What follows belongs to an exercise in optimizing a design on an open flow for small area and a short achievable clock period; a production flow would make more cautious choices.
Only simulation tests tie the RTL to the original design; equivalence was not proved.

==> flow/design.v <==
`timescale 1ns/1ps
package noc_pkg;
  localparam int coord_width = 3;
  localparam int message_width = 5;
  localparam int route_width = 5;
  localparam int data_width = 32;
  localparam int reserved_width = data_width - 4 * coord_width - message_width - route_width;
  localparam int num_ports = 5;
  localparam int queue_depth = 4;
  localparam int ptr_width = 2;
  localparam int port_north = 0;
  localparam int port_south = 1;
  localparam int port_west = 2;
  localparam int port_east = 3;
  localparam int port_local = 4;
  localparam logic [route_width-1:0] go_north = 5'b00001;
  localparam logic [route_width-1:0] go_south = 5'b00010;
  localparam logic [route_width-1:0] go_west = 5'b00100;
  localparam logic [route_width-1:0] go_east = 5'b01000;
  localparam logic [route_width-1:0] go_local = 5'b10000;
  localparam int xy_width = 2 * coord_width;
  localparam int flit_width = data_width + 2;
  localparam int f_head = 33;
  localparam int f_tail = 32;
  localparam int f_src_lsb = 26;
  localparam int f_dst_lsb = 20;
  localparam int f_route_lsb = 0;
  localparam int link_width = flit_width + 1;
  localparam int head_width = flit_width + route_width + 1 + num_ports;
  localparam int h_request_lsb = 0;
  localparam int h_void = num_ports;
  localparam int h_next_lsb = num_ports + 1;
  localparam int h_flit_lsb = num_ports + 1 + route_width;
endpackage
`timescale 1ns/1ps
module router_fifo (
  input  logic                           clk,
  input  logic                           rst,
  input  logic                           wr_i,
  input  logic                           rd_i,
  input  logic [noc_pkg::flit_width-1:0] data_i,
  output logic [noc_pkg::flit_width-1:0] data_o,
  output logic                           empty_o,
  output logic                           full_o
);
  logic [noc_pkg::flit_width-1:0] mem [0:noc_pkg::queue_depth-1];
  logic [noc_pkg::ptr_width-1:0]  wr_ptr;
  logic [noc_pkg::ptr_width-1:0]  rd_ptr;
  logic [noc_pkg::ptr_width:0]    count;
  logic                           push;
  logic                           pop;
  assign push = wr_i & ~full_o & ~(empty_o & rd_i);
  assign pop = rd_i & ~empty_o;
  assign empty_o = (count == '0);
  assign full_o = (count == 3'd4);
  assign data_o = empty_o ? data_i : mem[rd_ptr];
  always_ff @(posedge clk) begin
    if (push) begin
      mem[wr_ptr] <= data_i;
    end
  end
  always_ff @(posedge clk) begin
    if (rst) begin
      wr_ptr <= '0;
      rd_ptr <= '0;
      count <= '0;
    end else begin
      if (push) begin
        wr_ptr <= wr_ptr + 1'b1;
      end
      if (pop) begin
        rd_ptr <= rd_ptr + 1'b1;
      end
      case ({push, pop})
        2'b10: count <= count + 1'b1;
        2'b01: count <= count - 1'b1;
        default: count <= count;
      endcase
    end
  end
endmodule
`timescale 1ns/1ps
module xy_lookahead_route (
  input  logic [noc_pkg::xy_width-1:0]    position_i,
  input  logic [noc_pkg::route_width-1:0] route_i,
  input  logic [noc_pkg::xy_width-1:0]    destination_i,
  output logic [noc_pkg::route_width-1:0] next_route_o
);
  logic [2:0] pos_x;
  logic [2:0] pos_y;
  logic [2:0] next_x;
  logic [2:0] next_y;
  logic [2:0] dest_x;
  logic [2:0] dest_y;
  assign pos_x = position_i[5:3];
  assign pos_y = position_i[2:0];
  assign dest_x = destination_i[5:3];
  assign dest_y = destination_i[2:0];
  always_comb begin
    next_x = pos_x;
    next_y = pos_y;
    if (route_i[noc_pkg::port_north]) begin
      next_y = pos_y - 1'b1;
    end else if (route_i[noc_pkg::port_south]) begin
      next_y = pos_y + 1'b1;
    end else if (route_i[noc_pkg::port_west]) begin
      next_x = pos_x - 1'b1;
    end else if (route_i[noc_pkg::port_east]) begin
      next_x = pos_x + 1'b1;
    end
  end
  always_comb begin
    if (dest_x > next_x) begin
      next_route_o = noc_pkg::go_east;
    end else if (dest_x < next_x) begin
      next_route_o = noc_pkg::go_west;
    end else if (dest_y > next_y) begin
      next_route_o = noc_pkg::go_south;
    end else if (dest_y < next_y) begin
      next_route_o = noc_pkg::go_north;
    end else begin
      next_route_o = noc_pkg::go_local;
    end
  end
endmodule
`timescale 1ns/1ps
module router_input_port (
  input  logic                            clk,
  input  logic                            rst,
  input  logic [noc_pkg::xy_width-1:0]    position_i,
  input  logic [noc_pkg::link_width-1:0]  link_i,
  input  logic [noc_pkg::num_ports-1:0]   pop_i,
  output logic                            stop_o,
  output logic [noc_pkg::head_width-1:0]  head_o
);
  logic [noc_pkg::flit_width-1:0]  fifo_head;
  logic                            link_void;
  logic                            empty;
  logic                            full;
  logic                            rd;
  logic                            in_void;
  logic                            valid_head;
  logic                            valid_tail;
  logic [noc_pkg::route_width-1:0] route;
  logic [noc_pkg::num_ports-1:0]   saved_request;
  logic [noc_pkg::num_ports-1:0]   next_route;
  assign link_void = link_i[0];
  assign rd = |pop_i;
  router_fifo u_fifo (
    .clk     (clk),
    .rst     (rst),
    .wr_i    (~link_void),
    .rd_i    (rd),
    .data_i  (link_i[noc_pkg::link_width-1:1]),
    .data_o  (fifo_head),
    .empty_o (empty),
    .full_o  (full)
  );
  assign in_void = empty & link_void;
  assign valid_head = fifo_head[noc_pkg::f_head] & ~in_void;
  assign valid_tail = fifo_head[noc_pkg::f_tail] & ~in_void;
  assign route = fifo_head[noc_pkg::f_route_lsb +: noc_pkg::route_width];
  assign stop_o = full;
  always_ff @(posedge clk) begin
    if (rst) begin
      saved_request <= '0;
    end else if (valid_tail) begin
      saved_request <= '0;
    end else if (valid_head) begin
      saved_request <= route;
    end
  end
  xy_lookahead_route u_route (
    .position_i    (position_i),
    .route_i       (route),
    .destination_i (fifo_head[noc_pkg::f_dst_lsb +: noc_pkg::xy_width]),
    .next_route_o  (next_route)
  );
  assign head_o = {fifo_head, next_route, in_void, valid_head ? route : saved_request};
endmodule
`timescale 1ns/1ps
module rr_arbiter (
  input  logic                          clk,
  input  logic                          rst,
  input  logic [noc_pkg::num_ports-2:0] request_i,
  input  logic                          head_fwd_i,
  input  logic                          tail_fwd_i,
  output logic [noc_pkg::num_ports-2:0] grant_o,
  output logic                          grant_valid_o
);
  logic [1:0] last_q;
  logic [1:0] owner_q;
  logic [1:0] grant_idx;
  logic [1:0] idx;
  always_comb begin
    grant_o = '0;
    grant_idx = '0;
    idx = '0;
    for (int i = 1; i <= noc_pkg::num_ports - 1; i++) begin
      idx = last_q + 2'(i);
      if (request_i[idx] && (grant_o == '0)) begin
        grant_o[idx] = 1'b1;
        grant_idx = idx;
      end
    end
  end
  assign grant_valid_o = |grant_o;
  always_ff @(posedge clk) begin
    if (rst) begin
      last_q <= 2'd3;
      owner_q <= '0;
    end else begin
      if (head_fwd_i) begin
        owner_q <= grant_idx;
      end
      if (tail_fwd_i) begin
        last_q <= head_fwd_i ? grant_idx : owner_q;
      end
    end
  end
endmodule
`timescale 1ns/1ps
module router_output_port #(
  parameter int port_idx = 0
) (
  input  logic                                               clk,
  input  logic                                               rst,
  input  logic [noc_pkg::num_ports*noc_pkg::head_width-1:0] heads_i,
  input  logic                                               stop_i,
  output logic [noc_pkg::num_ports-1:0]                      pop_o,
  output logic [noc_pkg::link_width-1:0]                     link_o
);
  localparam logic head_st = 1'b0;
  localparam logic payload_st = 1'b1;
  logic                            state_q;
  logic                            state_d;
  logic [noc_pkg::num_ports-2:0]   req_col;
  logic [noc_pkg::num_ports-2:0]   grant;
  logic                            grant_valid;
  logic [noc_pkg::num_ports-1:0]   grant_port;
  logic [noc_pkg::num_ports-1:0]   cfg_q;
  logic [noc_pkg::num_ports-1:0]   conn;
  logic [noc_pkg::head_width-1:0]  sel;
  logic [noc_pkg::flit_width-1:0]  sel_flit;
  logic [noc_pkg::route_width-1:0] sel_next;
  logic                            sel_void;
  logic [noc_pkg::flit_width-1:0]  out_flit;
  logic                            fwd_valid;
  logic                            head_fwd;
  logic                            tail_fwd;
  logic [noc_pkg::flit_width-1:0]  data_q;
  logic                            void_q;
  always_comb begin
    for (int k = 0; k < noc_pkg::num_ports - 1; k++) begin
      if (k < port_idx) begin
        req_col[k] = heads_i[k*noc_pkg::head_width + noc_pkg::h_request_lsb + port_idx];
      end else begin
        req_col[k] = heads_i[(k+1)*noc_pkg::head_width + noc_pkg::h_request_lsb + port_idx];
      end
    end
  end
  rr_arbiter u_arb (
    .clk           (clk),
    .rst           (rst),
    .request_i     (req_col),
    .head_fwd_i    (head_fwd),
    .tail_fwd_i    (tail_fwd),
    .grant_o       (grant),
    .grant_valid_o (grant_valid)
  );
  always_comb begin
    grant_port = '0;
    for (int k = 0; k < noc_pkg::num_ports - 1; k++) begin
      if (k < port_idx) begin
        grant_port[k] = grant[k];
      end else begin
        grant_port[k+1] = grant[k];
      end
    end
  end
  always_comb begin
    if (state_q == payload_st) begin
      conn = cfg_q;
    end else if (grant_valid && !stop_i) begin
      conn = grant_port;
    end else begin
      conn = '0;
    end
  end
  always_comb begin
    sel = '0;
    sel[noc_pkg::h_void] = 1'b1;
    for (int p = 0; p < noc_pkg::num_ports; p++) begin
      if (conn[p]) begin
        sel = heads_i[p*noc_pkg::head_width +: noc_pkg::head_width];
      end
    end
  end
  assign sel_flit = sel[noc_pkg::h_flit_lsb +: noc_pkg::flit_width];
  assign sel_next = sel[noc_pkg::h_next_lsb +: noc_pkg::route_width];
  assign sel_void = sel[noc_pkg::h_void];
  assign fwd_valid = ~sel_void & ~stop_i;
  assign head_fwd = fwd_valid & sel_flit[noc_pkg::f_head];
  assign tail_fwd = fwd_valid & sel_flit[noc_pkg::f_tail];
  assign pop_o = fwd_valid ? conn : '0;
  always_comb begin
    out_flit = sel_flit;
    if (state_q == head_st) begin
      out_flit[noc_pkg::f_route_lsb +: noc_pkg::route_width] = sel_next;
    end
  end
  always_comb begin
    state_d = state_q;
    case (state_q)
      head_st: begin
        if (fwd_valid && !sel_flit[noc_pkg::f_tail]) begin
          state_d = payload_st;
        end
      end
      payload_st: begin
        if (tail_fwd) begin
          state_d = head_st;
        end
      end
      default: state_d = head_st;
    endcase
  end
  always_ff @(posedge clk) begin
    if (rst) begin
      state_q <= head_st;
      cfg_q <= '0;
      void_q <= 1'b1;
    end else begin
      state_q <= state_d;
      if ((state_q == head_st) && fwd_valid) begin
        cfg_q <= conn;
      end
      if (!stop_i) begin
        void_q <= ~fwd_valid;
      end
    end
  end
  always_ff @(posedge clk) begin
    if (fwd_valid) begin
      data_q <= out_flit;
    end
  end
  assign link_o = {data_q, void_q};
endmodule
`timescale 1ns/1ps
module lookahead_router (
  input  logic                                            clk,
  input  logic                                            rst,
  input  logic [noc_pkg::xy_width-1:0]                    position_i,
  input  logic [noc_pkg::num_ports*noc_pkg::link_width-1:0] link_i,
  output logic [noc_pkg::num_ports-1:0]                   stop_o,
  output logic [noc_pkg::num_ports*noc_pkg::link_width-1:0] link_o,
  input  logic [noc_pkg::num_ports-1:0]                   stop_i
);
  logic [noc_pkg::num_ports*noc_pkg::head_width-1:0] heads;
  logic [noc_pkg::num_ports*noc_pkg::num_ports-1:0] pop_out;
  logic [noc_pkg::num_ports*noc_pkg::num_ports-1:0] pop_in;
  for (genvar o = 0; o < noc_pkg::num_ports; o++) begin : gen_pop_out
    for (genvar i = 0; i < noc_pkg::num_ports; i++) begin : gen_pop_in
      assign pop_in[i*noc_pkg::num_ports+o] = pop_out[o*noc_pkg::num_ports+i];
    end
  end
  for (genvar g = 0; g < noc_pkg::num_ports; g++) begin : gen_input
    router_input_port u_in (
      .clk        (clk),
      .rst        (rst),
      .position_i (position_i),
      .link_i     (link_i[g*noc_pkg::link_width +: noc_pkg::link_width]),
      .pop_i      (pop_in[g*noc_pkg::num_ports +: noc_pkg::num_ports]),
      .stop_o     (stop_o[g]),
      .head_o     (heads[g*noc_pkg::head_width +: noc_pkg::head_width])
    );
  end
  for (genvar g = 0; g < noc_pkg::num_ports; g++) begin : gen_output
    router_output_port #(
      .port_idx (g)
    ) u_out (
      .clk     (clk),
      .rst     (rst),
      .heads_i (heads),
      .stop_i  (stop_i[g]),
      .pop_o   (pop_out[g*noc_pkg::num_ports +: noc_pkg::num_ports]),
      .link_o  (link_o[g*noc_pkg::link_width +: noc_pkg::link_width])
    );
  end
endmodule
==> flow/run.sh <==
#!/bin/bash
# synth_recipe.tcl (not shown) runs the flow's synth.tcl, then flattens the netlist and writes it again
# the make line also repeats each setting of config.mk as NAME=value (left out here)
make -C /OpenROAD-flow-scripts/flow DESIGN_CONFIG=/design/flow/config.mk WORK_HOME=/design/flow/orfs CLKGATE_MAP_FILE= SYNTH_SCRIPT=/design/flow/synth_recipe.tcl finish
==> flow/config.mk <==
export PLATFORM = sky130hd
export DESIGN_NAME = lookahead_router
export DESIGN_NICKNAME = lookahead_router
export VERILOG_FILES = /design/flow/design.v
export SDC_FILE = /design/flow/constraint.sdc
export NUM_CORES = 4
export LEC_CHECK = 0
export CAP_MARGIN = 20
export CORE_MARGIN = 2
export CORE_UTILIZATION = 40
export SLEW_MARGIN = 20
==> flow/constraint.sdc <==
create_clock -name core_clock -period 6.2 [get_ports {clk}]
set_input_delay 1.2400 -clock core_clock [delete_from_list [all_inputs] [get_ports {clk}]]
set_output_delay 1.2400 -clock core_clock [all_outputs]
set_load 0.01 [all_outputs]
==> impl_metrics.json <==
{
  "max_freq_ghz": 0.167,
  "worstSetupStartpoint": "link_i[35]",
  "cts.path.max_buffers": 3,
  "fin_util_pct": 50.3,
  "drt.antenna.violating_nets": 0,
  "synthXorXnorAreaFrac_pct": 0.596,
  "nets": 5316,
  "drive_gt1_share_pct": 20.1,
  "fp.coreArea_sq_mm": 0.128,
  "place_congestion": 0.982,
  "die_area_sq_mm": 0.131,
  "async_flop_share_pct": 0,
  "worstPathMaxFanout": 9,
  "grt_pass1_wl_microns": 268000,
  "synth_cells": 4353,
  "grt_pass1_vias": 38300,
  "die_x_microns": 362,
  "vias": 41300,
  "slew_headroom_pct": 18.2,
  "path_class": "in -> reg",
  "yosys.area_share.simple_pct": 11.1,
  "syn_area_per_cell_sq_um": 11.8,
  "cts_tree": "built",
  "yosys_register_bits": 970,
  "crit_arrival_ns": 6.66,
  "drc_errors": 0,
  "synth_compound_area_share_pct": 15.9,
  "io_buffers": 367,
  "fin_crit_ns": 5.99,
  "clock_sinks": 970,
  "period_share_pct": 96.6,
  "max-cap-violations": 0,
  "vias_per_cell": 6.09,
  "track_usage_pct": 27.8,
  "cts.clk_slew.worst_paths_ns": 0.06,
  "grt-ovfl-total": 0,
  "setup_viol": 0,
  "nFillCells": 11200,
  "worstSkewPairLatency_ns": 0.77,
  "synth_top_cell_area_share_pct": 49.7,
  "yosysUniqueCellTypes": 114,
  "ios": 368,
  "synthAdderAreaFrac_pct": 2.51,
  "routedWlPerCell_microns": 27.6,
  "min-delay-start": "gen_output[3].u_out.cfg_q[2]",
  "yosys_warnings": 9,
  "ys_top_cells_by_count": "edfxtp_1 (850), nor2_1 (445), a21oi_1 (367)",
  "synth_area_leader_cell": "edfxtp_1",
  "firstDrtPassIters": 6,
  "worstHoldPathType": "reg -> reg",
  "end_kind": "flop",
  "cts_made_buffers": 106,
  "wirelength_microns": 187000,
  "ys_seq_area_share_pct": 54.3,
  "rr_worst_depth": 23,
  "syn_to_final_growth_pct": 24.9,
  "status": "timing/DRC/antenna clean",
  "critPathLaunchType": "primary input",
  "synth_area_leaders": "edfxtp_1 (50%), mux4_2 (7.3%), dfxtp_1 (4.7%), mux2i_1 (4.1%), a21oi_1 (3.6%)",
  "synth_area_sq_mm": 0.0514,
  "grt_max_degree": 79,
  "synth_top_family_by_area": "compound AO/OA/AOI/OAI gates",
  "cts-htree-levels": 3,
  "antenna_found_initial": 32,
  "synth_most_common_cell": "edfxtp_1",
  "setup-tns-final_ns": 0,
  "hold_viol_final": 0,
  "worstMarginPinSlew_ns": 1.19,
  "die_h_microns": 362,
  "synthMuxAreaShare_pct": 12.2,
  "initial_core_util_pct": 40.3,
  "rows": 131,
  "required_ns": 6.87,
  "dp_hpwl_microns": 140000,
  "drv_slew": 0,
  "drt_iter0_markers": 5646,
  "finalClockSkew_ns": 0.0845,
  "synth-edff-count": 850,
  "cts_root_buffer": "clkbuf_16",
  "syn_nets": 4641,
  "r2r-start": "gen_input[1].u_in.u_fifo.count[2]",
  "hold_depth": 2,
  "ys.flop_type": "edfxtp_1"
}
==> per-layer routing <==
metal | up-vias | routed length, microns | global-route usage [%]
met4 | 42 | 6340 | 9.65
met5 | - | 275 | 0
met2 | 2137 | 81300 | 40.6
li1 | 18300 | - | -
met3 | 322 | 17900 | 5.42
met1 | 20500 | 81500 | 41.1
==> per-stage QoR <==
stage | hold slack (ns) | cells | setup WS, ns | instance area [sq um]
detailed placement | 0.465 | 6580 | -0.572 | 60300
finish | 0.476 | 6789 | 0.213 | 64200
global placement | 0.456 | 6580 | -0.536 | 60300
floorplan | 0.441 | 4353 | 0.00675 | 51500
CTS | 0.473 | 6781 | 0.119 | 64000
global route | 0.515 | 6788 | -0.0315 | 64200
==> sequential cells by signal, indices dropped and copies added, names as in the netlist, named ones only <==
register                        count
gen_input.u_in.saved_request       20
gen_input.u_in.u_fifo.count        15
gen_input.u_in.u_fifo.mem         680
gen_input.u_in.u_fifo.rd_ptr       10
gen_input.u_in.u_fifo.wr_ptr       10
gen_output.u_out.cfg_q             25
gen_output.u_out.data_q           170
gen_output.u_out.u_arb.last_q      10
gen_output.u_out.u_arb.owner_q     10
gen_output.u_out.void_q             5
==> cell families (layout without fill, tap and decap cells) <==
family | count (synthesis) | in the layout
AO/OA/AOI/OAI | 1184 | 1184
XOR/XNOR | 35 | 35
adder cells (fa/ha/maj) | 100 | 100
buffers and inverters | 435 | 1203
flip-flops | 970 | 970
multiplexers | 412 | 412
other | 0 | 6
AND/OR/NAND/NOR | 1217 | 1217
==> layout make-up <==
| class | instances | area [sq um] | area share [%] |
|---|---|---|---|
| timing repair buffer | 874 | 7870 | 12.3 |
| inverter | 128 | 484 | 0.755 |
| tap | 1662 | 2080 | 3.24 |
| antenna | 6 | 15.0 | 0.0234 |
| sequential | 970 | 27900 | 43.5 |
| clock buffer | 127 | 2750 | 4.29 |
| multi-input combinational | 2948 | 22100 | 34.4 |
| clock inverter | 74 | 937 | 1.46 |
==> repair_timing <==
| action | in CTS | in global routing |
|---|---|---|
| setup endpoints to repair | 0 | 8 |
| hold buffers | 0 | 0 |
| setup buffers | 0 | 2 |
| gates resized for setup | 0 | 28 |
==> worst paths after layout <==
check | end | slack [ns]
min reg2reg | gen_output[3].u_out.cfg_q[2] | 0.48
max reg2reg | gen_input[1].u_in.u_fifo.count[2] | 0.30
max | gen_input[1].u_in.u_fifo.count[2] | 0.21
min | gen_output[3].u_out.cfg_q[2] | 0.48
==> worst max-delay path, cell delays in order <==
cell and delay (ns):
clkdlybuf4s50_1 0.44, nand2b_1 0.19, nor3_1 0.16, a21oi_1 0.07, buf_4 0.19, buf_4 0.14, and3_1 0.17, mux4_2 0.51
and3_4 0.22, buf_4 0.14, o41a_1 0.39, and4_1 0.25, a211oi_4 0.23, buf_4 0.19, o221ai_1 0.18, o211ai_1 0.33
buf_4 0.20, o2111ai_1 0.15, o22ai_2 0.18, inv_1 0.06, ha_1 0.22, inv_1 0.07, fa_1 0.18, xor2_1 0.07
or3_1 0.31, a21oi_1 0.14
==> cell usage in the layout (no fill, tap or decap), drive strengths merged, types with 47 or more instances in the layout <==
cell type	count
nor2	446
o21ai	157
and2	63
nor3	95
clkdlybuf4s50	366
clkbuf	127
ha	95
edfxtp	850
dfxtp	120
a21oi	369
buf	508
mux4	167
nand3	51
inv	128
mux2i	212
clkinv	47
nand2	304
a211oi	222
a221oi	96

-- port drivers added, routing unchanged --
No port has a modelled driver above. Below, the same layout with a new extraction and two added sets of constraints.
Step 1, drivers: a clkbuf_16 drives clk and a buf_2 each remaining input, both assumed.
Step 2, shift: input delay + t, output delay - t, t = (earliest + latest rising clock arrival at the registers) / 2. This alone moves slack from input paths to output paths.
Slacks: ideal ports / drivers / drivers and shift; pairs: ideal ports / drivers.
t, ns: 0.806
setup slack, ns: 0.213 / 0.249 / -0.558
hold slack, ns: 0.476 / 0.476 / 0.476
cell pins on the clock port's net: 1
With both steps, setup timing fails in this run, where it was met with ideal ports. For this run, drivers alone change the setup slack by +0.036 ns; drivers and shift together by -0.771 ns.
